From an optimization exercise on the open Yosys and OpenROAD flow, aimed at small area, a short achievable clock period and few clock cycles per item; shortcuts taken in it are not production practice.
Function was not checked in any run shown here: the RTL went through the layout flow alone.
No activity file was given, so power comes from the tool's default toggle rates.

==> flow/design.v, too long to show whole: its modules and the start of the top module <==
// module lda_wb_regs: 113 lines
// module class_accum: 1340 lines
// module scatter_calc: 279 lines
// module lda_top: 75 lines
module lda_top (
  input  logic                         clk,
  input  logic                         arst_n,
  input  logic                         wb_cyc,
  input  logic                         wb_stb,
  input  logic                         wb_we,
  input  logic [lda_pkg::WB_ADR_W-1:0] wb_adr,
  input  logic [31:0]                  wb_dat_w,
  input  logic [3:0]                   wb_sel,     
  output logic [31:0]                  wb_dat_r,
  output logic                         wb_ack
);
  // ...
==> flow/run.sh <==
#!/bin/bash
# synth_recipe.tcl (not shown) runs the flow's synth.tcl, then flattens the netlist and writes it again
# the make line also repeats each setting of config.mk as NAME=value (left out here)
make -C /OpenROAD-flow-scripts/flow DESIGN_CONFIG=/design/flow/config.mk WORK_HOME=/design/flow/orfs CLKGATE_MAP_FILE= SYNTH_SCRIPT=/design/flow/synth_recipe.tcl finish
==> flow/config.mk <==
export PLATFORM = sky130hd
export DESIGN_NAME = lda_top
export DESIGN_NICKNAME = lda_top
export VERILOG_FILES = /design/flow/design.v
export SDC_FILE = /design/flow/constraint.sdc
export NUM_CORES = 4
export LEC_CHECK = 0
export CAP_MARGIN = 20
export CORE_MARGIN = 2
export CORE_UTILIZATION = 50
export CTS_CLUSTER_DIAMETER = 60
export CTS_CLUSTER_SIZE = 40
export SETUP_SLACK_MARGIN = 3.5
export SLEW_MARGIN = 20
==> flow/constraint.sdc <==
create_clock -name core_clock -period 6.5 [get_ports {clk}]
set_input_delay 1.3000 -clock core_clock [delete_from_list [all_inputs] [get_ports {clk}]]
set_output_delay 1.3000 -clock core_clock [all_outputs]
set_load 0.01 [all_outputs]
==> notes.md, run 1 <==
fraction of registers with async set/reset 4.66%; measured slew at the worst slew-check pin 993 ps; setup violators final 0; commonest non-fill, non-tap cell in the layout dfxtp_1; biggest regs lda_wb_regs_inst.g_ring.ring: 1024 flops, class_accum_inst.a_n: 32 flops, class_accum_inst.a_o: 32 flops; PortBufs 75; # DRC 0; Seq power 0.00936 W; global routing met2 resource utilization 40.9%; Comb. pwr 0.00950 W; worst reg-to-reg path cell count 18; status no timing/DRC/antenna violations; final cell count without fillers 5129; Critical R2R Capture class_accum_inst.u[8]; Top class by area flip-flops and latches; PD cells 447 nW/um^2; Antenna Nets Post-Route 0; Die H 308 um; DP Area 49200 sq um; routed length on met1 50800 um; Hold Crit Endpoint lda_wb_regs_inst.g_ring[3].ring[150]; clkbuf count 95; die area 94800 sq um; number of synthesized flops with an enable pin 108; most frequent cell after synthesis dfxtp_1; Finished Cell Area 56400 sq um; CTS Buf Count 89; synth unique cells 73; cell chain of the critical path buf_16, buf_8, buf_12, nor3b_4, buf_6, buf_12, buf_6, a22o_1, a221o_2, o2bb2ai_4, buf_6; met3 usage 3.49%; Final Net Count 4295; leakage power 23.6 nW; Multi-In Gates 1671; Worst setup SP type input pin; Root Driver clkbuf_16; Largest register FFs 1024; Ant. Diodes 2; slowest stage delay, CP 390 ps
==> module lda_wb_regs, before the edit <==
module lda_wb_regs (
  input  logic        clk,
  input  logic        arst_n,
  input  logic        wb_cyc,
  input  logic        wb_stb,
  input  logic        wb_we,
  input  logic [5:0]  wb_adr,
  input  logic [31:0] wb_dat_w,
  output logic [31:0] wb_dat_r,
  output logic        wb_ack,
  output logic        row_wr,
  output logic [31:0] row_old,      
  output logic        start,
  input  logic        calc_done,    
  input  logic        stall_xx,     
  input  logic        stall_xy,
  input  logic        stall_yy,
  input  logic [lda_pkg::COUNT_W-1:0]     nb_r,
  input  logic signed [lda_pkg::UV_W-1:0] u_r,
  input  logic signed [lda_pkg::UV_W-1:0] v_r,
  input  logic [lda_pkg::SQ_W-1:0]        pxx_r,
  input  logic signed [lda_pkg::XY_W-1:0] pxy_r,
  input  logic [lda_pkg::SQ_W-1:0]        pyy_r
);
  logic [31:0] head [4];          
  logic [2:0]  ph;                
  logic        clr;               
  logic        busy;
  logic        done;
  logic        req;
  logic        aligned;
  logic [3:0]  bank_sel;
  logic [3:0]  bank_wr;
  logic [3:0]  bank_keep;
  logic [31:0] rd_row;
  logic [31:0] rd_reg;
  logic        res_wait;
  assign req      = wb_cyc & wb_stb;
  assign aligned  = (wb_adr[2:0] == ph);
  assign row_wr   = req & wb_we & ~wb_adr[5] & aligned;
  assign start    = req & wb_we & (wb_adr == 6'd32) & wb_dat_w[0] & ~busy;
  assign res_wait = ~wb_adr[4] & (((wb_adr[3:0] == 4'd5) | (wb_adr[3:0] == 4'd6)) & stall_xx
                                 | ((wb_adr[3:0] == 4'd7) | (wb_adr[3:0] == 4'd8)) & stall_xy
                                 | ((wb_adr[3:0] == 4'd9) | (wb_adr[3:0] == 4'd10)) & stall_yy);
  assign wb_ack   = req & (wb_adr[5] ? ~res_wait : aligned);
  always_comb
  begin
    for (int b = 0; b < 4; b++)
    begin
      bank_sel[b]  = (wb_adr[4:3] == b[1:0]) & ~clr;
      bank_wr[b]   = row_wr & (wb_adr[4:3] == b[1:0]);
      bank_keep[b] = ~bank_wr[b] & ~clr;
    end
  end
  assign rd_row = ({32{bank_sel[0]}} & head[0]) | ({32{bank_sel[1]}} & head[1])
                | ({32{bank_sel[2]}} & head[2]) | ({32{bank_sel[3]}} & head[3]);
  assign row_old = rd_row;
  for (genvar b = 0; b < 4; b++)
  begin : g_ring
    logic [255:0] ring;           
    assign head[b] = ring[31:0];
    always_ff @(posedge clk)
      ring <= {({32{bank_wr[b]}} & wb_dat_w) | ({32{bank_keep[b]}} & ring[31:0]),
               ring[255:32]};
  end
  always_ff @(posedge clk or negedge arst_n)
  begin
    if (!arst_n)
    begin
      ph   <= '0;
      clr  <= 1'b1;
      busy <= 1'b0;
      done <= 1'b0;
    end
    else
    begin
      ph <= ph + 3'd1;
      if (ph == 3'd7)
        clr <= 1'b0;
      if (start)
      begin
        busy <= 1'b1;
        done <= 1'b0;
      end
      else if (calc_done)
      begin
        busy <= 1'b0;
        done <= 1'b1;
      end
    end
  end
  always_comb
  begin
    rd_reg = '0;
    if (!wb_adr[4])
      case (wb_adr[3:0])
        4'd1:  rd_reg = {30'd0, done, busy};
        4'd2:  rd_reg = {21'd0, nb_r};
        4'd3:  rd_reg = {{8{u_r[14]}}, u_r, 9'd0};
        4'd4:  rd_reg = {{8{v_r[14]}}, v_r, 9'd0};
        4'd5:  rd_reg = {pxx_r[13:0], 18'd0};
        4'd6:  rd_reg = {19'd0, pxx_r[26:14]};
        4'd7:  rd_reg = {pxy_r[13:0], 18'd0};
        4'd8:  rd_reg = {{18{pxy_r[27]}}, pxy_r[27:14]};
        4'd9:  rd_reg = {pyy_r[13:0], 18'd0};
        4'd10: rd_reg = {19'd0, pyy_r[26:14]};
        default: rd_reg = '0;
      endcase
    if (!done && wb_adr[3:0] != 4'd1)
      rd_reg = '0;
  end
  assign wb_dat_r = wb_adr[5] ? rd_reg : rd_row;
endmodule
==> run 2: changes to the inputs <==
--- a/flow/design.v
+++ b/flow/design.v
@@ -74,25 +74,25 @@
     always_ff @(posedge clk)
       ring <= {({32{bank_wr[b]}} & wb_dat_w) | ({32{bank_keep[b]}} & ring[31:0]),
                ring[255:32]};
   end
   always_ff @(posedge clk or negedge arst_n)
   begin
     if (!arst_n)
     begin
-      ph   <= '0;
+      ph   <= 3'd7;                 
       clr  <= 1'b1;
       busy <= 1'b0;
       done <= 1'b0;
     end
     else
     begin
       ph <= ph + 3'd1;
-      if (ph == 3'd7)
+      if (ph == 3'd6)
         clr <= 1'b0;
       if (start)
       begin
         busy <= 1'b1;
         done <= 1'b0;
       end
       else if (calc_done)
       begin
@@ -131,23 +131,24 @@
   input  logic [lda_pkg::COORD_W-1:0]        row_x,
   input  logic [lda_pkg::IMG_DIM-1:0]        row_old,
   input  logic [lda_pkg::IMG_DIM-1:0]        row_new,
   output logic [lda_pkg::COUNT_W-1:0]        nb,
   output logic signed [lda_pkg::UV_W-1:0]    u,
   output logic signed [lda_pkg::UV_W-1:0]    v
 );
   logic        a_v, b_v, c_v;
-  logic [4:0]  a_x, b_x, c_x;
+  logic [4:0]  a_x, b_x;
   logic [31:0] a_o;
   logic [31:0] a_n;
   logic [31:0] a_nn;
   logic [6:0]  c_cc;
   logic [9:0]  c_ss;
   logic [7:0]  dc;
+  logic [2:0]  c_one, c_two, c_neg;    
   assign a_nn = ~a_n;
   logic b_cc_0_0;
   logic b_cc_0_1;
   logic b_cc_0_2;
   logic b_cc_0_3;
   logic b_cc_0_4;
   logic b_cc_0_5;
   logic b_cc_0_6;
@@ -1088,17 +1089,16 @@
     end
   end
   always_ff @(posedge clk)
   begin
     a_x <= row_x;
     a_o <= row_old;
     a_n <= row_new;
     b_x <= a_x;
-    c_x <= b_x;
     b_cc_0_0 <= w41;
     b_cc_0_1 <= w43;
     b_cc_0_2 <= w45;
     b_cc_0_3 <= w47;
     b_cc_0_4 <= w55;
     b_cc_0_5 <= w57;
     b_cc_0_6 <= w59;
     b_cc_0_7 <= w71;
@@ -1149,16 +1149,25 @@
     b_ss_6_0 <= w399;
     b_ss_6_1 <= w401;
     b_ss_6_2 <= w396;
     b_ss_6_3 <= w398;
     b_ss_7_0 <= w374;
     b_ss_7_1 <= w376;
     b_ss_7_2 <= w400;
     b_ss_7_3 <= w402;
+    c_one[0] <= (1'b1 ^ 1'b0);
+    c_two[0] <= ((b_x[0] & ~1'b1 & ~1'b0) | (~b_x[0] & 1'b1 & 1'b0));
+    c_neg[0] <= b_x[0];
+    c_one[1] <= (b_x[1] ^ b_x[0]);
+    c_two[1] <= ((b_x[2] & ~b_x[1] & ~b_x[0]) | (~b_x[2] & b_x[1] & b_x[0]));
+    c_neg[1] <= b_x[2];
+    c_one[2] <= (b_x[3] ^ b_x[2]);
+    c_two[2] <= ((~b_x[4] & ~b_x[3] & ~b_x[2]) | (~~b_x[4] & b_x[3] & b_x[2]));
+    c_neg[2] <= ~b_x[4];
     c_cc <= 7'({1'b0, w128, w127, w125, w123, w121, w111}) + 7'({1'b0, 1'b0, w126, w124, w122, w120, w119});
     c_ss <= 10'({1'b0, w418, w433, w431, w429, w427, w425, w423, w421, w403}) + 10'({1'b0, w434, w432, w430, w428, w426, w424, w422, w420, w419});
   end
   assign dc = {{3{~c_cc[6] & ~c_cc[5]}}, 5'd0} | {2'd0, c_cc[6] | ~c_cc[5], c_cc[4:0]};
   logic [10:0] nb_next;
   logic [14:0] v_next;
   logic [14:0] u_next;
   logic d1;
@@ -1272,187 +1281,139 @@
   assign d54 = v[13] & 1'b1;
   logic d55;
   logic d56;
   assign d55 = v[14] ^ 1'b1;
   assign d56 = v[14] & 1'b1;
   assign v_next = {d55, d53, d51, d49, d47, d45, d43, d41, d39, d37, d35, d33, d31, c_cc[1], v[0]} + {d54, d52, d50, d48, d46, d44, d42, d40, d38, d36, d34, d32, d30, d29, c_cc[0]};
   logic d57;
   logic d58;
-  assign d57 = u[5] ^ (1'b1 & dc[5]) ^ (c_x[0] & dc[4]);
-  assign d58 = (u[5] & (1'b1 & dc[5])) | (u[5] & (c_x[0] & dc[4])) | ((1'b1 & dc[5]) & (c_x[0] & dc[4]));
+  assign d57 = u[4] ^ (((c_one[0] & dc[4]) | (c_two[0] & dc[3])) ^ c_neg[0]);
+  assign d58 = u[4] & (((c_one[0] & dc[4]) | (c_two[0] & dc[3])) ^ c_neg[0]);
   logic d59;
   logic d60;
-  assign d59 = u[6] ^ (1'b1 & dc[6]) ^ (c_x[0] & dc[5]);
-  assign d60 = (u[6] & (1'b1 & dc[6])) | (u[6] & (c_x[0] & dc[5])) | ((1'b1 & dc[6]) & (c_x[0] & dc[5]));
+  assign d59 = u[5] ^ (((c_one[0] & dc[5]) | (c_two[0] & dc[4])) ^ c_neg[0]);
+  assign d60 = u[5] & (((c_one[0] & dc[5]) | (c_two[0] & dc[4])) ^ c_neg[0]);
   logic d61;
   logic d62;
-  assign d61 = u[7] ^ ~(1'b1 & dc[7]) ^ (c_x[0] & dc[6]);
-  assign d62 = (u[7] & ~(1'b1 & dc[7])) | (u[7] & (c_x[0] & dc[6])) | (~(1'b1 & dc[7]) & (c_x[0] & dc[6]));
+  assign d61 = u[6] ^ (((c_one[0] & dc[6]) | (c_two[0] & dc[5])) ^ c_neg[0]);
+  assign d62 = u[6] & (((c_one[0] & dc[6]) | (c_two[0] & dc[5])) ^ c_neg[0]);
   logic d63;
   logic d64;
-  assign d63 = (c_x[1] & dc[5]) ^ (c_x[2] & dc[4]);
-  assign d64 = (c_x[1] & dc[5]) & (c_x[2] & dc[4]);
+  assign d63 = u[7] ^ (((c_one[0] & dc[7]) | (c_two[0] & dc[6])) ^ c_neg[0]);
+  assign d64 = u[7] & (((c_one[0] & dc[7]) | (c_two[0] & dc[6])) ^ c_neg[0]);
   logic d65;
   logic d66;
-  assign d65 = u[8] ^ ~(c_x[0] & dc[7]) ^ (c_x[1] & dc[6]);
-  assign d66 = (u[8] & ~(c_x[0] & dc[7])) | (u[8] & (c_x[1] & dc[6])) | (~(c_x[0] & dc[7]) & (c_x[1] & dc[6]));
+  assign d65 = u[8] ^ ~(((c_one[0] & dc[7]) | (c_two[0] & dc[7])) ^ c_neg[0]) ^ (((c_one[1] & dc[6]) | (c_two[1] & dc[5])) ^ c_neg[1]);
+  assign d66 = (u[8] & ~(((c_one[0] & dc[7]) | (c_two[0] & dc[7])) ^ c_neg[0])) | (u[8] & (((c_one[1] & dc[6]) | (c_two[1] & dc[5])) ^ c_neg[1])) | (~(((c_one[0] & dc[7]) | (c_two[0] & dc[7])) ^ c_neg[0]) & (((c_one[1] & dc[6]) | (c_two[1] & dc[5])) ^ c_neg[1]));
   logic d67;
   logic d68;
-  assign d67 = u[3] ^ (1'b1 & dc[3]);
-  assign d68 = u[3] & (1'b1 & dc[3]);
+  assign d67 = u[9] ^ (((c_one[1] & dc[7]) | (c_two[1] & dc[6])) ^ c_neg[1]);
+  assign d68 = u[9] & (((c_one[1] & dc[7]) | (c_two[1] & dc[6])) ^ c_neg[1]);
   logic d69;
   logic d70;
-  assign d69 = u[4] ^ (1'b1 & dc[4]) ^ (c_x[0] & dc[3]);
-  assign d70 = (u[4] & (1'b1 & dc[4])) | (u[4] & (c_x[0] & dc[3])) | ((1'b1 & dc[4]) & (c_x[0] & dc[3]));
+  assign d69 = u[2] ^ (((c_one[0] & dc[2]) | (c_two[0] & dc[1])) ^ c_neg[0]);
+  assign d70 = u[2] & (((c_one[0] & dc[2]) | (c_two[0] & dc[1])) ^ c_neg[0]);
   logic d71;
   logic d72;
-  assign d71 = (c_x[1] & dc[2]) ^ (c_x[2] & dc[1]);
-  assign d72 = (c_x[1] & dc[2]) & (c_x[2] & dc[1]);
+  assign d71 = u[3] ^ (((c_one[0] & dc[3]) | (c_two[0] & dc[2])) ^ c_neg[0]);
+  assign d72 = u[3] & (((c_one[0] & dc[3]) | (c_two[0] & dc[2])) ^ c_neg[0]);
   logic d73;
   logic d74;
-  assign d73 = (c_x[1] & dc[3]) ^ (c_x[2] & dc[2]) ^ (c_x[3] & dc[1]);
-  assign d74 = ((c_x[1] & dc[3]) & (c_x[2] & dc[2])) | ((c_x[1] & dc[3]) & (c_x[3] & dc[1])) | ((c_x[2] & dc[2]) & (c_x[3] & dc[1]));
+  assign d73 = (((c_one[1] & dc[2]) | (c_two[1] & dc[1])) ^ c_neg[1]) ^ ((c_one[2] & dc[0]) ^ c_neg[2]) ^ c_neg[2];
+  assign d74 = ((((c_one[1] & dc[2]) | (c_two[1] & dc[1])) ^ c_neg[1]) & ((c_one[2] & dc[0]) ^ c_neg[2])) | ((((c_one[1] & dc[2]) | (c_two[1] & dc[1])) ^ c_neg[1]) & c_neg[2]) | (((c_one[2] & dc[0]) ^ c_neg[2]) & c_neg[2]);
   logic d75;
   logic d76;
-  assign d75 = ~(~c_x[4] & dc[0]) ^ 1'b1 ^ d57;
-  assign d76 = (~(~c_x[4] & dc[0]) & 1'b1) | (~(~c_x[4] & dc[0]) & d57) | (1'b1 & d57);
+  assign d75 = (((c_one[1] & dc[3]) | (c_two[1] & dc[2])) ^ c_neg[1]) ^ (((c_one[2] & dc[1]) | (c_two[2] & dc[0])) ^ c_neg[2]) ^ d59;
+  assign d76 = ((((c_one[1] & dc[3]) | (c_two[1] & dc[2])) ^ c_neg[1]) & (((c_one[2] & dc[1]) | (c_two[2] & dc[0])) ^ c_neg[2])) | ((((c_one[1] & dc[3]) | (c_two[1] & dc[2])) ^ c_neg[1]) & d59) | ((((c_one[2] & dc[1]) | (c_two[2] & dc[0])) ^ c_neg[2]) & d59);
   logic d77;
   logic d78;
-  assign d77 = (c_x[1] & dc[4]) ^ (c_x[2] & dc[3]) ^ (c_x[3] & dc[2]);
-  assign d78 = ((c_x[1] & dc[4]) & (c_x[2] & dc[3])) | ((c_x[1] & dc[4]) & (c_x[3] & dc[2])) | ((c_x[2] & dc[3]) & (c_x[3] & dc[2]));
+  assign d77 = (((c_one[1] & dc[4]) | (c_two[1] & dc[3])) ^ c_neg[1]) ^ (((c_one[2] & dc[2]) | (c_two[2] & dc[1])) ^ c_neg[2]) ^ d61;
+  assign d78 = ((((c_one[1] & dc[4]) | (c_two[1] & dc[3])) ^ c_neg[1]) & (((c_one[2] & dc[2]) | (c_two[2] & dc[1])) ^ c_neg[2])) | ((((c_one[1] & dc[4]) | (c_two[1] & dc[3])) ^ c_neg[1]) & d61) | ((((c_one[2] & dc[2]) | (c_two[2] & dc[1])) ^ c_neg[2]) & d61);
   logic d79;
   logic d80;
-  assign d79 = ~(~c_x[4] & dc[1]) ^ d59 ^ d58;
-  assign d80 = (~(~c_x[4] & dc[1]) & d59) | (~(~c_x[4] & dc[1]) & d58) | (d59 & d58);
+  assign d79 = (((c_one[1] & dc[5]) | (c_two[1] & dc[4])) ^ c_neg[1]) ^ (((c_one[2] & dc[3]) | (c_two[2] & dc[2])) ^ c_neg[2]) ^ d63;
+  assign d80 = ((((c_one[1] & dc[5]) | (c_two[1] & dc[4])) ^ c_neg[1]) & (((c_one[2] & dc[3]) | (c_two[2] & dc[2])) ^ c_neg[2])) | ((((c_one[1] & dc[5]) | (c_two[1] & dc[4])) ^ c_neg[1]) & d63) | ((((c_one[2] & dc[3]) | (c_two[2] & dc[2])) ^ c_neg[2]) & d63);
   logic d81;
   logic d82;
-  assign d81 = (c_x[3] & dc[3]) ^ ~(~c_x[4] & dc[2]) ^ 1'b1;
-  assign d82 = ((c_x[3] & dc[3]) & ~(~c_x[4] & dc[2])) | ((c_x[3] & dc[3]) & 1'b1) | (~(~c_x[4] & dc[2]) & 1'b1);
+  assign d81 = (((c_one[2] & dc[4]) | (c_two[2] & dc[3])) ^ c_neg[2]) ^ 1'b1 ^ d65;
+  assign d82 = ((((c_one[2] & dc[4]) | (c_two[2] & dc[3])) ^ c_neg[2]) & 1'b1) | ((((c_one[2] & dc[4]) | (c_two[2] & dc[3])) ^ c_neg[2]) & d65) | (1'b1 & d65);
   logic d83;
   logic d84;
-  assign d83 = d61 ^ d63 ^ d60;
-  assign d84 = (d61 & d63) | (d61 & d60) | (d63 & d60);
+  assign d83 = (((c_one[2] & dc[5]) | (c_two[2] & dc[4])) ^ c_neg[2]) ^ 1'b1 ^ d67;
+  assign d84 = ((((c_one[2] & dc[5]) | (c_two[2] & dc[4])) ^ c_neg[2]) & 1'b1) | ((((c_one[2] & dc[5]) | (c_two[2] & dc[4])) ^ c_neg[2]) & d67) | (1'b1 & d67);
   logic d85;
   logic d86;
-  assign d85 = (c_x[2] & dc[5]) ^ (c_x[3] & dc[4]) ^ ~(~c_x[4] & dc[3]);
-  assign d86 = ((c_x[2] & dc[5]) & (c_x[3] & dc[4])) | ((c_x[2] & dc[5]) & ~(~c_x[4] & dc[3])) | ((c_x[3] & dc[4]) & ~(~c_x[4] & dc[3]));
+  assign d85 = u[10] ^ ~(((c_one[1] & dc[7]) | (c_two[1] & dc[7])) ^ c_neg[1]) ^ (((c_one[2] & dc[6]) | (c_two[2] & dc[5])) ^ c_neg[2]);
+  assign d86 = (u[10] & ~(((c_one[1] & dc[7]) | (c_two[1] & dc[7])) ^ c_neg[1])) | (u[10] & (((c_one[2] & dc[6]) | (c_two[2] & dc[5])) ^ c_neg[2])) | (~(((c_one[1] & dc[7]) | (c_two[1] & dc[7])) ^ c_neg[1]) & (((c_one[2] & dc[6]) | (c_two[2] & dc[5])) ^ c_neg[2]));
   logic d87;
   logic d88;
-  assign d87 = d65 ^ d62 ^ d64;
-  assign d88 = (d65 & d62) | (d65 & d64) | (d62 & d64);
+  assign d87 = u[11] ^ (((c_one[2] & dc[7]) | (c_two[2] & dc[6])) ^ c_neg[2]);
+  assign d88 = u[11] & (((c_one[2] & dc[7]) | (c_two[2] & dc[6])) ^ c_neg[2]);
   logic d89;
   logic d90;
-  assign d89 = u[9] ^ ~(c_x[1] & dc[7]) ^ (c_x[2] & dc[6]);
-  assign d90 = (u[9] & ~(c_x[1] & dc[7])) | (u[9] & (c_x[2] & dc[6])) | (~(c_x[1] & dc[7]) & (c_x[2] & dc[6]));
+  assign d89 = u[0] ^ ((c_one[0] & dc[0]) ^ c_neg[0]);
+  assign d90 = u[0] & ((c_one[0] & dc[0]) ^ c_neg[0]);
   logic d91;
   logic d92;
-  assign d91 = (c_x[3] & dc[5]) ^ ~(~c_x[4] & dc[4]) ^ d66;
-  assign d92 = ((c_x[3] & dc[5]) & ~(~c_x[4] & dc[4])) | ((c_x[3] & dc[5]) & d66) | (~(~c_x[4] & dc[4]) & d66);
+  assign d91 = u[1] ^ (((c_one[0] & dc[1]) | (c_two[0] & dc[0])) ^ c_neg[0]);
+  assign d92 = u[1] & (((c_one[0] & dc[1]) | (c_two[0] & dc[0])) ^ c_neg[0]);
   logic d93;
   logic d94;
-  assign d93 = u[10] ^ ~(c_x[2] & dc[7]) ^ (c_x[3] & dc[6]);
-  assign d94 = (u[10] & ~(c_x[2] & dc[7])) | (u[10] & (c_x[3] & dc[6])) | (~(c_x[2] & dc[7]) & (c_x[3] & dc[6]));
+  assign d93 = ((c_one[1] & dc[0]) ^ c_neg[1]) ^ c_neg[1] ^ d69;
+  assign d94 = (((c_one[1] & dc[0]) ^ c_neg[1]) & c_neg[1]) | (((c_one[1] & dc[0]) ^ c_neg[1]) & d69) | (c_neg[1] & d69);
   logic d95;
   logic d96;
-  assign d95 = u[2] ^ (1'b1 & dc[2]);
-  assign d96 = u[2] & (1'b1 & dc[2]);
+  assign d95 = (((c_one[1] & dc[1]) | (c_two[1] & dc[0])) ^ c_neg[1]) ^ d71 ^ d70;
+  assign d96 = ((((c_one[1] & dc[1]) | (c_two[1] & dc[0])) ^ c_neg[1]) & d71) | ((((c_one[1] & dc[1]) | (c_two[1] & dc[0])) ^ c_neg[1]) & d70) | (d71 & d70);
   logic d97;
   logic d98;
-  assign d97 = (c_x[0] & dc[2]) ^ (c_x[1] & dc[1]) ^ (c_x[2] & dc[0]);
-  assign d98 = ((c_x[0] & dc[2]) & (c_x[1] & dc[1])) | ((c_x[0] & dc[2]) & (c_x[2] & dc[0])) | ((c_x[1] & dc[1]) & (c_x[2] & dc[0]));
+  assign d97 = d57 ^ d73 ^ d72;
+  assign d98 = (d57 & d73) | (d57 & d72) | (d73 & d72);
   logic d99;
   logic d100;
-  assign d99 = (c_x[3] & dc[0]) ^ d69 ^ d71;
-  assign d100 = ((c_x[3] & dc[0]) & d69) | ((c_x[3] & dc[0]) & d71) | (d69 & d71);
+  assign d99 = d58 ^ d75 ^ d74;
+  assign d100 = (d58 & d75) | (d58 & d74) | (d75 & d74);
   logic d101;
   logic d102;
-  assign d101 = d73 ^ d75 ^ d70;
-  assign d102 = (d73 & d75) | (d73 & d70) | (d75 & d70);
+  assign d101 = d60 ^ d77 ^ d76;
+  assign d102 = (d60 & d77) | (d60 & d76) | (d77 & d76);
   logic d103;
   logic d104;
-  assign d103 = d77 ^ d79 ^ d74;
-  assign d104 = (d77 & d79) | (d77 & d74) | (d79 & d74);
+  assign d103 = d62 ^ d79 ^ d78;
+  assign d104 = (d62 & d79) | (d62 & d78) | (d79 & d78);
   logic d105;
   logic d106;
-  assign d105 = d81 ^ d83 ^ d78;
-  assign d106 = (d81 & d83) | (d81 & d78) | (d83 & d78);
+  assign d105 = d64 ^ d81 ^ d80;
+  assign d106 = (d64 & d81) | (d64 & d80) | (d81 & d80);
   logic d107;
   logic d108;
-  assign d107 = d85 ^ d87 ^ d82;
-  assign d108 = (d85 & d87) | (d85 & d82) | (d87 & d82);
+  assign d107 = d66 ^ d83 ^ d82;
+  assign d108 = (d66 & d83) | (d66 & d82) | (d83 & d82);
   logic d109;
   logic d110;
-  assign d109 = d89 ^ d91 ^ d86;
-  assign d110 = (d89 & d91) | (d89 & d86) | (d91 & d86);
+  assign d109 = d68 ^ d85 ^ d84;
+  assign d110 = (d68 & d85) | (d68 & d84) | (d85 & d84);
   logic d111;
   logic d112;
-  assign d111 = ~(~c_x[4] & dc[5]) ^ d93 ^ d90;
-  assign d112 = (~(~c_x[4] & dc[5]) & d93) | (~(~c_x[4] & dc[5]) & d90) | (d93 & d90);
+  assign d111 = 1'b1 ^ d87 ^ d86;
+  assign d112 = (1'b1 & d87) | (1'b1 & d86) | (d87 & d86);
   logic d113;
   logic d114;
-  assign d113 = u[11] ^ ~(c_x[3] & dc[7]) ^ ~(~c_x[4] & dc[6]);
-  assign d114 = (u[11] & ~(c_x[3] & dc[7])) | (u[11] & ~(~c_x[4] & dc[6])) | (~(c_x[3] & dc[7]) & ~(~c_x[4] & dc[6]));
+  assign d113 = u[12] ^ ~(((c_one[2] & dc[7]) | (c_two[2] & dc[7])) ^ c_neg[2]) ^ d88;
+  assign d114 = (u[12] & ~(((c_one[2] & dc[7]) | (c_two[2] & dc[7])) ^ c_neg[2])) | (u[12] & d88) | (~(((c_one[2] & dc[7]) | (c_two[2] & dc[7])) ^ c_neg[2]) & d88);
   logic d115;
   logic d116;
-  assign d115 = u[1] ^ (1'b1 & dc[1]);
-  assign d116 = u[1] & (1'b1 & dc[1]);
+  assign d115 = u[13] ^ 1'b1;
+  assign d116 = u[13] & 1'b1;
   logic d117;
   logic d118;
-  assign d117 = (c_x[0] & dc[1]) ^ (c_x[1] & dc[0]) ^ d95;
-  assign d118 = ((c_x[0] & dc[1]) & (c_x[1] & dc[0])) | ((c_x[0] & dc[1]) & d95) | ((c_x[1] & dc[0]) & d95);
-  logic d119;
-  logic d120;
-  assign d119 = d67 ^ d97 ^ d96;
-  assign d120 = (d67 & d97) | (d67 & d96) | (d97 & d96);
-  logic d121;
-  logic d122;
-  assign d121 = d68 ^ d99 ^ d98;
-  assign d122 = (d68 & d99) | (d68 & d98) | (d99 & d98);
-  logic d123;
-  logic d124;
-  assign d123 = d72 ^ d101 ^ d100;
-  assign d124 = (d72 & d101) | (d72 & d100) | (d101 & d100);
-  logic d125;
-  logic d126;
-  assign d125 = d76 ^ d103 ^ d102;
-  assign d126 = (d76 & d103) | (d76 & d102) | (d103 & d102);
-  logic d127;
-  logic d128;
-  assign d127 = d80 ^ d105 ^ d104;
-  assign d128 = (d80 & d105) | (d80 & d104) | (d105 & d104);
-  logic d129;
-  logic d130;
-  assign d129 = d84 ^ d107 ^ d106;
-  assign d130 = (d84 & d107) | (d84 & d106) | (d107 & d106);
-  logic d131;
-  logic d132;
-  assign d131 = d88 ^ d109 ^ d108;
-  assign d132 = (d88 & d109) | (d88 & d108) | (d109 & d108);
-  logic d133;
-  logic d134;
-  assign d133 = d92 ^ d111 ^ d110;
-  assign d134 = (d92 & d111) | (d92 & d110) | (d111 & d110);
-  logic d135;
-  logic d136;
-  assign d135 = d94 ^ d113 ^ d112;
-  assign d136 = (d94 & d113) | (d94 & d112) | (d113 & d112);
-  logic d137;
-  logic d138;
-  assign d137 = u[12] ^ (~c_x[4] & dc[7]) ^ d114;
-  assign d138 = (u[12] & (~c_x[4] & dc[7])) | (u[12] & d114) | ((~c_x[4] & dc[7]) & d114);
-  logic d139;
-  logic d140;
-  assign d139 = u[13] ^ 1'b1;
-  assign d140 = u[13] & 1'b1;
-  logic d141;
-  logic d142;
-  assign d141 = u[14] ^ 1'b1;
-  assign d142 = u[14] & 1'b1;
-  assign u_next = {d141, d139, d137, d135, d133, d131, d129, d127, d125, d123, d121, d119, d117, (c_x[0] & dc[0]), u[0]} + {d140, d138, d136, d134, d132, d130, d128, d126, d124, d122, d120, d118, d116, d115, (1'b1 & dc[0])};
+  assign d117 = u[14] ^ 1'b1;
+  assign d118 = u[14] & 1'b1;
+  assign u_next = {d117, d115, d113, d111, d109, d107, d105, d103, d101, d99, d97, d95, d93, d91, c_neg[0]} + {d116, d114, d112, d110, d108, d106, d104, d102, d100, d98, d96, d94, d92, d90, d89};
   always_ff @(posedge clk or negedge arst_n)
   begin
     if (!arst_n)
     begin
       nb <= 11'd1024;
       u  <= '0;
       v  <= '0;
     end
==> flow/config.mk (replaced) <==
export PLATFORM = sky130hd
export DESIGN_NAME = lda_top
export DESIGN_NICKNAME = lda_top
export VERILOG_FILES = /design/flow/design.v
export SDC_FILE = /design/flow/constraint.sdc
export NUM_CORES = 4
export LEC_CHECK = 0
export CAP_MARGIN = 20
export CORE_MARGIN = 2
export CORE_UTILIZATION = 65
export CTS_CLUSTER_DIAMETER = 50
export CTS_CLUSTER_SIZE = 30
export SETUP_SLACK_MARGIN = 2.5
export SLEW_MARGIN = 20
==> notes.md, run 2 <==
synth unique cells 83 (was 73); Hold Fails Final Rpt 0 (unchanged); CTS tree done (unchanged); Antenna Nets Post-Route 0 (unchanged); biggest regs lda_wb_regs_inst.g_ring.ring: 1024 flops, class_accum_inst.a_n: 32 flops, class_accum_inst.a_o: 32 flops (unchanged); most frequent cells in the layout 1192 x dfxtp_1, 395 x inv_1, 237 x fa_1 (was 1157 x dfxtp_1, 338 x inv_1, 284 x nand2_1); total number of vias 27.2k (was 26.5k); Max Cap Viol 0 (unchanged); core area 71100 sq um (was 91700 sq um); Hold Crit Endpoint lda_wb_regs_inst.g_ring[3].ring[149] (was lda_wb_regs_inst.g_ring[3].ring[150]); die span in x 271 um (was 308 um); Largest register FFs 1024 (unchanged); RSZ-0062 raised after global routing yes (unchanged); worst setup path class in2out (unchanged); hold_sp lda_wb_regs_inst.g_ring[3].ring[181] (was lda_wb_regs_inst.g_ring[3].ring[182]); leakage power 23.4 nW (was 23.6 nW); CP Data Required Time 5200 ps (about the same); worst-case clock buffer depth 3 (unchanged); f_max 238 MHz (was 232 MHz); number of synthesized flops with an enable pin 108 (unchanged); Reg2Reg Setup Slack 2400 ps (was 2220 ps); worst reg-to-reg path cell count 15 (was 18); Critical Path Fanout Max 6 (was 8); final cell count without fillers 4865 (was 5129); fraction of layout cells with a size suffix above 1 16.6% (was 23.4%); top-area cell type share of the netlist area 52.7% (was 53.0%); Final Net Count 4242 (was 4295); post-synthesis sequential area ratio 63.2% (was 63.5%); first-pass GRT wire length 173000 um (was 174000 um); main flop type after synthesis dfxtp_1 (unchanged); Final Skew 48.6 ps (was 46.7 ps); clock latency on the worst-skew pair 740 ps (was 710 ps); # DRC 0 (unchanged); max-slew violations 0 (unchanged); cell taking the most area after synthesis dfxtp_1 (unchanged); WL/cell 23.5 um (was 22.9 um); crit path time final 4210 ps (was 4310 ps); WHS Path Cells 0 (unchanged); Seq. cell area 29500 sq um (about the same); area of the multi-input gates 16400 sq um (was 17200 sq um); die area 73600 sq um (was 94800 sq um); Critical Path Sink Type output pin (unchanged); syn avg cell area 12.9 sq um (about the same); fraction of registers with async set/reset 4.65% (was 4.66%); vias per cell 5.59 (was 5.17); DRT iter0 DRCs 2227 (was 1961); GRT Overall Usage 31.2% (was 24.9%); Syn-to-layout area delta 18.1% (was 22.2%); Worst setup SP type input pin (unchanged); commonest non-fill, non-tap cell in the layout dfxtp_1 (unchanged); Clock Pin Slew Worst Setup and Hold Paths 100 ps (about the same); Routed WL 115000 um (was 117000 um); Peak VDD IR 0.602 mV (was 0.667 mV); clk sinks 1397 (was 1395); Synth Warn # 4 (unchanged); setup violators final 0 (unchanged); Cells after DPL 4562 (was 4763); Pre-antenna DRT Iters 10 (was 8); DP Area 48300 sq um (was 49200 sq um); Cells after Synth 3616 (was 3573); CTS Buf Count 104 (was 89); Starting Density 65.3% (was 50.4%); H-tree depth 3 (unchanged); Biggest register lda_wb_regs_inst.g_ring.ring (unchanged); Min-Delay Path Class reg2reg (unchanged); largest net degree at the start of global routing 73 (was 85); PD cells 429 nW/um^2 (was 447 nW/um^2); FF+latch count, synth 1397 (was 1395); initial antenna violation count 4 (was 5); most frequent cell after synthesis dfxtp_1 (unchanged); PortBufs 75 (unchanged); GPL Wtd Cong 0.960 (was 0.961); top post-synthesis cells by area dfxtp_1 53%, fa_1 10%, edfxtp_1 7.0%, ha_1 3.6%, inv_1 3.3% (was dfxtp_1 53%, fa_1 11%, edfxtp_1 7.0%, ha_1 3.5%, dfrtp_1 3.4%); most common library cells after synthesis 1224 x dfxtp_1, 405 x inv_1, 237 x fa_1 (was 1222 x dfxtp_1, 397 x inv_1, 296 x nand2_1); fin crit share 64.8% (was 66.3%); Rel. slew slack 40.3% (was 33.8%); Arr. time, crit path 2910 ps (was 3010 ps); Root Driver clkbuf_16 (unchanged); row count 98 (was 111); FILL cells 4233 (was 7042); hpwl dp 72600 um (was 76500 um); Critical R2R Capture scatter_calc_inst.pxy_r[27] (was class_accum_inst.u[8]); hold buffers post-CTS 0 (unchanged); status no timing/DRC/antenna violations (unchanged); num ports 80 (unchanged); post-synthesis cell area 46500 sq um (was 46200 sq um); Die H 271 um (was 308 um); Finished Cell Area 54900 sq um (was 56400 sq um); gr ovfl total 0 (unchanged); vias in the first global route 28.7k (was 27.7k); Tot Pwr 0.0235 W (was 0.0252 W); measured slew at the worst slew-check pin 896 ps (was 993 ps); reg2reg start scatter_calc_inst.r_yy (was class_accum_inst.c_cc[6]); Mapped Nets 4034 (was 4004); Fin Setup TNS 0 ps (unchanged)
==> run 2: layout make-up <==
type,instances,area share [%]
diodes,1,0.00456
clock buffers,108,4.81
flip-flops and latches,1397,53.7
multi-input cells,1698,29.9
clock inverters,88,2.49
well taps,950,2.17
inverters,406,2.79
repair buffers,217,4.17
==> run 2: cells by family (layout without fill, tap and decap cells) <==
| logic type | Yosys count | count (layout) | share of synthesized area [%] |
|---|---|---|---|
| xor+xnor | 141 | 141 | 2.66 |
| other cells | 0 | 1 | 0 |
| compound gates | 565 | 565 | 8.70 |
| buf+inv | 521 | 819 | 4.29 |
| fa+ha+maj | 371 | 371 | 13.8 |
| simple gates | 571 | 571 | 6.16 |
| mux | 50 | 50 | 1.16 |
| flops | 1397 | 1397 | 63.2 |
==> run 2: repair_timing <==
item / 4_1_cts / 5_1_grt
setup buffers: 46 / 48
pin swaps: 79 / 79
gates cloned: 11 / 1
resized for setup: 375 / 158
endpoints found under the setup margin: 90 / 81
endpoints found under the hold margin: 0 / 0
==> run 2: per-stage QoR <==
stage               hold WS, ps  worst slack [ps]  utilization [%]
finish                      306              2290             77.1
global route                290              2250             77.1
CTS                         300              2320             75.7
detailed placement          312               735             67.9
global placement            309               789             67.9
floorplan                   310              2490                -
==> run 2: power breakdown <==
part	internal [W]	total, W	switching, W
combinational	0.00311	0.00691	0.00380
sequential	0.00913	0.00949	0.000353
clock	0.00345	0.00715	0.00370
total	0.0157	0.0235	0.00786
==> run 2: metal layers <==
metal	global-route usage, %	wire, um	up-vias
met1	40.6	46600	13547
li1	-	-	12405
met4	13.4	5220	4
met2	52.6	56400	947
met5	0	27	-
met3	4.64	6260	288
==> run 2: worst max-delay path, stage by stage <==
cell and delay (ps):
buf_16 120, nor3b_4 160, buf_12 160, buf_16 150
a22o_1 180, a221o_2 410, a21o_1 240, buf_2 160
==> run 2: how the worst max path moves through the flow <==
| stage | end | slack (ps) | start |
|---|---|---|---|
| 2_1_floorplan | wb_dat_r[23] | 2490 | wb_adr[2] |
| 3_3_place_gp | wb_dat_r[31] | 790 | wb_adr[3] |
| 3_5_place_dp | wb_dat_r[31] | 740 | wb_adr[3] |
| 4_1_cts | wb_dat_r[11] | 2320 | wb_adr[3] |
| 5_1_grt | scatter_calc_inst.pxy_r[27] | 2250 | scatter_calc_inst.b_two[2] |
| 6_report | wb_dat_r[11] | 2290 | wb_adr[3] |
==> run 3: changes to the inputs <==
--- a/flow/config.mk
+++ b/flow/config.mk
@@ -9,6 +9,6 @@
 export CORE_MARGIN = 2
 export CORE_UTILIZATION = 65
-export CTS_CLUSTER_DIAMETER = 50
-export CTS_CLUSTER_SIZE = 30
+export CTS_CLUSTER_DIAMETER = 45
+export CTS_CLUSTER_SIZE = 35
 export SETUP_SLACK_MARGIN = 2.5
 export SLEW_MARGIN = 20
==> notes.md, run 3 <==
status no timing/DRC/antenna violations (unchanged); Max Cap Viol 0 (unchanged); RSZ-0062 raised after global routing yes (unchanged); slowest stage delay, CP 420 ps (was 410 ps); die span in x 271 um (unchanged); Clock Pin Slew Worst Setup and Hold Paths 80 ps (was 100 ps); top post-synthesis cells by area dfxtp_1 53%, fa_1 10%, edfxtp_1 7.0%, ha_1 3.6%, inv_1 3.3% (unchanged); WP depth 8 (unchanged); cell chain of the critical path buf_12, nor3b_4, buf_12, buf_16, a22o_1, a221o_2, a21o_1, buf_2 (was buf_16, nor3b_4, buf_12, buf_16, a22o_1, a221o_2, a21o_1, buf_2); Final Skew 51.4 ps (was 48.6 ps); CTS Buf Count 111 (was 104); vias in the first global route 28.8k (was 28.7k); Peak VDD IR 0.592 mV (was 0.602 mV); PD cells 432 nW/um^2 (was 429 nW/um^2); biggest regs lda_wb_regs_inst.g_ring.ring: 1024 flops, class_accum_inst.a_n: 32 flops, class_accum_inst.a_o: 32 flops (unchanged); commonest non-fill, non-tap cell in the layout dfxtp_1 (unchanged); leakage power 23.5 nW (was 23.4 nW); Die H 271 um (unchanged); delay-heaviest family, CP compound AO/OA/AOI/OAI gates (unchanged); Largest register FFs 1024 (unchanged); slowest cell on the critical path a221o_2 (unchanged); met3 usage 5.00% (was 4.64%); Hold Fails Final Rpt 0 (unchanged); Syn-to-layout area delta 18.5% (was 18.1%); Rel. slew slack 41.8% (was 40.3%); most frequent cells in the layout 1195 x dfxtp_1, 396 x inv_1, 237 x fa_1 (was 1192 x dfxtp_1, 395 x inv_1, 237 x fa_1); first-pass GRT wire length 175000 um (was 173000 um); WHS Path Cells 0 (unchanged); most frequent cell after synthesis dfxtp_1 (unchanged); fin crit share 64.9% (was 64.8%); H-tree depth 3 (unchanged); hpwl dp 72600 um (unchanged); GR peak layer met2 (unchanged); Pre-antenna DRT Iters 8 (was 10); GRT Overall Usage 31.5% (was 31.2%); CTS tree done (unchanged); GPL Wtd Cong 0.960 (unchanged); vias per cell 5.59 (about the same); most common library cells after synthesis 1224 x dfxtp_1, 405 x inv_1, 237 x fa_1 (unchanged); Critical Path Sink Type output pin (unchanged); num ports 80 (unchanged); die area 73600 sq um (unchanged); main flop type after synthesis dfxtp_1 (unchanged); top-area cell type share of the netlist area 52.7% (unchanged); cell taking the most area after synthesis dfxtp_1 (unchanged); worst path bufs/invs 4 (unchanged); Biggest register lda_wb_regs_inst.g_ring.ring (unchanged); # DRC 0 (unchanged); Top cell by count, worst path buf_12 (was buf_16); FF+latch count, synth 1397 (unchanged); post-synthesis sequential area ratio 63.2% (unchanged); clk sinks 1397 (unchanged); core area 71100 sq um (unchanged); worst setup path class in2out (unchanged); setup violators final 0 (unchanged); worst-case clock buffer depth 3 (unchanged); worst reg-to-reg path cell count 16 (was 15); Cells after Synth 3616 (unchanged); Root Driver clkbuf_16 (unchanged); fraction of registers with async set/reset 4.65% (unchanged); Routed WL 115000 um (about the same); syn avg cell area 12.9 sq um (unchanged); DRT iter0 DRCs 2352 (was 2227); global routing met2 resource utilization 52.7% (was 52.6%); Critical Path Fanout Max 8 (was 6); Arr. time, crit path 2920 ps (was 2910 ps); crit path time final 4220 ps (was 4210 ps); post-synthesis cell area 46500 sq um (unchanged); measured slew at the worst slew-check pin 874 ps (was 896 ps); DP Area 48300 sq um (unchanged); Finished Cell Area 55100 sq um (was 54900 sq um); GR Layer Usage met1 40.6% (about the same); Final Net Count 4253 (was 4242); number of synthesized flops with an enable pin 108 (unchanged); total number of vias 27.3k (was 27.2k); PortBufs 75 (unchanged); fraction of layout cells with a size suffix above 1 16.4% (was 16.6%); row count 98 (unchanged); Min-Delay Path Class reg2reg (unchanged); Fin Setup TNS 0 ps (unchanged); Starting Density 65.3% (unchanged); initial antenna violation count 5 (was 4); gr ovfl total 0 (unchanged); Mapped Nets 4034 (unchanged); f_max 237 MHz (was 238 MHz); Worst setup SP type input pin (unchanged); Antenna Nets Post-Route 0 (unchanged); max-slew violations 0 (unchanged); clock latency on the worst-skew pair 710 ps (was 740 ps); largest net degree at the start of global routing 73 (unchanged); synth unique cells 83 (unchanged); CP Data Required Time 5200 ps (about the same); WL/cell 23.6 um (was 23.5 um); Synth Warn # 4 (unchanged)
==> run 3: cell counts after synthesis <==
Identical to the previous run, type by type.
==> run 3: worst register-to-register path: cells and delay by family, from the launching register on <==
| kind | cells | cell delay, ps |
|---|---|---|
| xor+xnor | 1 | 140 |
| simple gates | 4 | 650 |
| buf+inv | 4 | 400 |
| compound gates | 4 | 970 |
| flops | 1 | 380 |
| fa+ha+maj | 3 | 1310 |
==> run 3: worst paths after layout <==
path,slack (ps),to,from
worst max-delay path,2280,wb_dat_r[11],wb_adr[3]
worst min-delay path,310,lda_wb_regs_inst.g_ring[0].ring[185],lda_wb_regs_inst.g_ring[0].ring[217]
worst max register to register,2410,scatter_calc_inst.pxy_r[27],scatter_calc_inst.b_two[0]
worst min register to register,310,lda_wb_regs_inst.g_ring[0].ring[185],lda_wb_regs_inst.g_ring[0].ring[217]
max in group asynchronous,5070,scatter_calc_inst.j[2],arst_n
min in group asynchronous,790,class_accum_inst.nb[5],arst_n
==> run 3: layout make-up <==
cell class	count	area, sq um
fill	4170	16100
timing repair buffer	220	2430
inverter	406	1530
antenna	2	5.00
clock buffer	121	2890
sequential	1397	29500
clock inverter	88	1250
multi-input combinational	1699	16300
tap	950	1190
==> run 3: per-layer routing <==
metal,up-vias,part of all wire (%)
met5,-,0.011
met4,2,5.2
met3,288,5.7
met2,972,49
met1,13650,40
li1,12407,-
==> run 3: cell families (layout without fill, tap and decap cells) <==
group	Yosys count	in the layout	share of synthesized area [%]
flops	1397	1397	63.2
simple gates	571	572	6.16
compound gates	565	565	8.70
buf+inv	521	835	4.29
fa+ha+maj	371	371	13.8
xor+xnor	141	141	2.66
mux	50	50	1.16
other cells	0	2	0
==> run 3: timing repair <==
action	CTS	global route
hold buffers	0	0
setup buffers	52	43
endpoints found under the hold margin	0	0
endpoints found under the setup margin	90	83
pin swaps	60	72
cloned	15	0
resized for setup	386	127
==> run 3: power by group <==
group          internal, W  total (W)  leakage (nW)  switching [W]
sequential         0.00913    0.00949          11.9       0.000354
combinational      0.00313    0.00695          9.54        0.00382
clock              0.00371    0.00735          2.00        0.00365
total               0.0160     0.0238          23.5        0.00782
==> run 3: per-stage QoR <==
stage               instances  power (W)  utilization (%)  hold WS (ps)  setup WS (ps)
CTS                      4838     0.0237             76.1           301           2320
global route             4881     0.0251             77.4           308           2250
finish                   4883     0.0238             77.4           308           2280
global placement         4562     0.0160             67.9           309            789
floorplan                3616     0.0147                -           310           2490
detailed placement       4562     0.0163             67.9           312            735

[what the ideal ports hide]
How much do the figures lean on ideal ports? The routed layouts below were timed once more, with nothing changed but the port constraints. Step 1 assumes that a clkbuf_16 drives the clock port and a buf_2 every other input. Step 2 times the ports against the registers' clock, not the clock port: input delays grow and output delays shrink by t, the midpoint of the rising clock arrivals with the driver on. Slacks: ideal / step 1 / step 2; pairs: ideal / step 1.
run	t, ns	setup WS [ns]	worst setup path at the end
run 1	0.756	2.191 / 2.099 / 2.099	input to output
run 2	0.766	2.290 / 2.197 / 2.197	input to output
run 3	0.768	2.283 / 2.156 / 2.156	input to output
After both steps setup and hold are still met in every run listed. For run 3, which loses most, drivers alone change the setup slack by -0.127 ns; drivers and shift together by -0.127 ns.
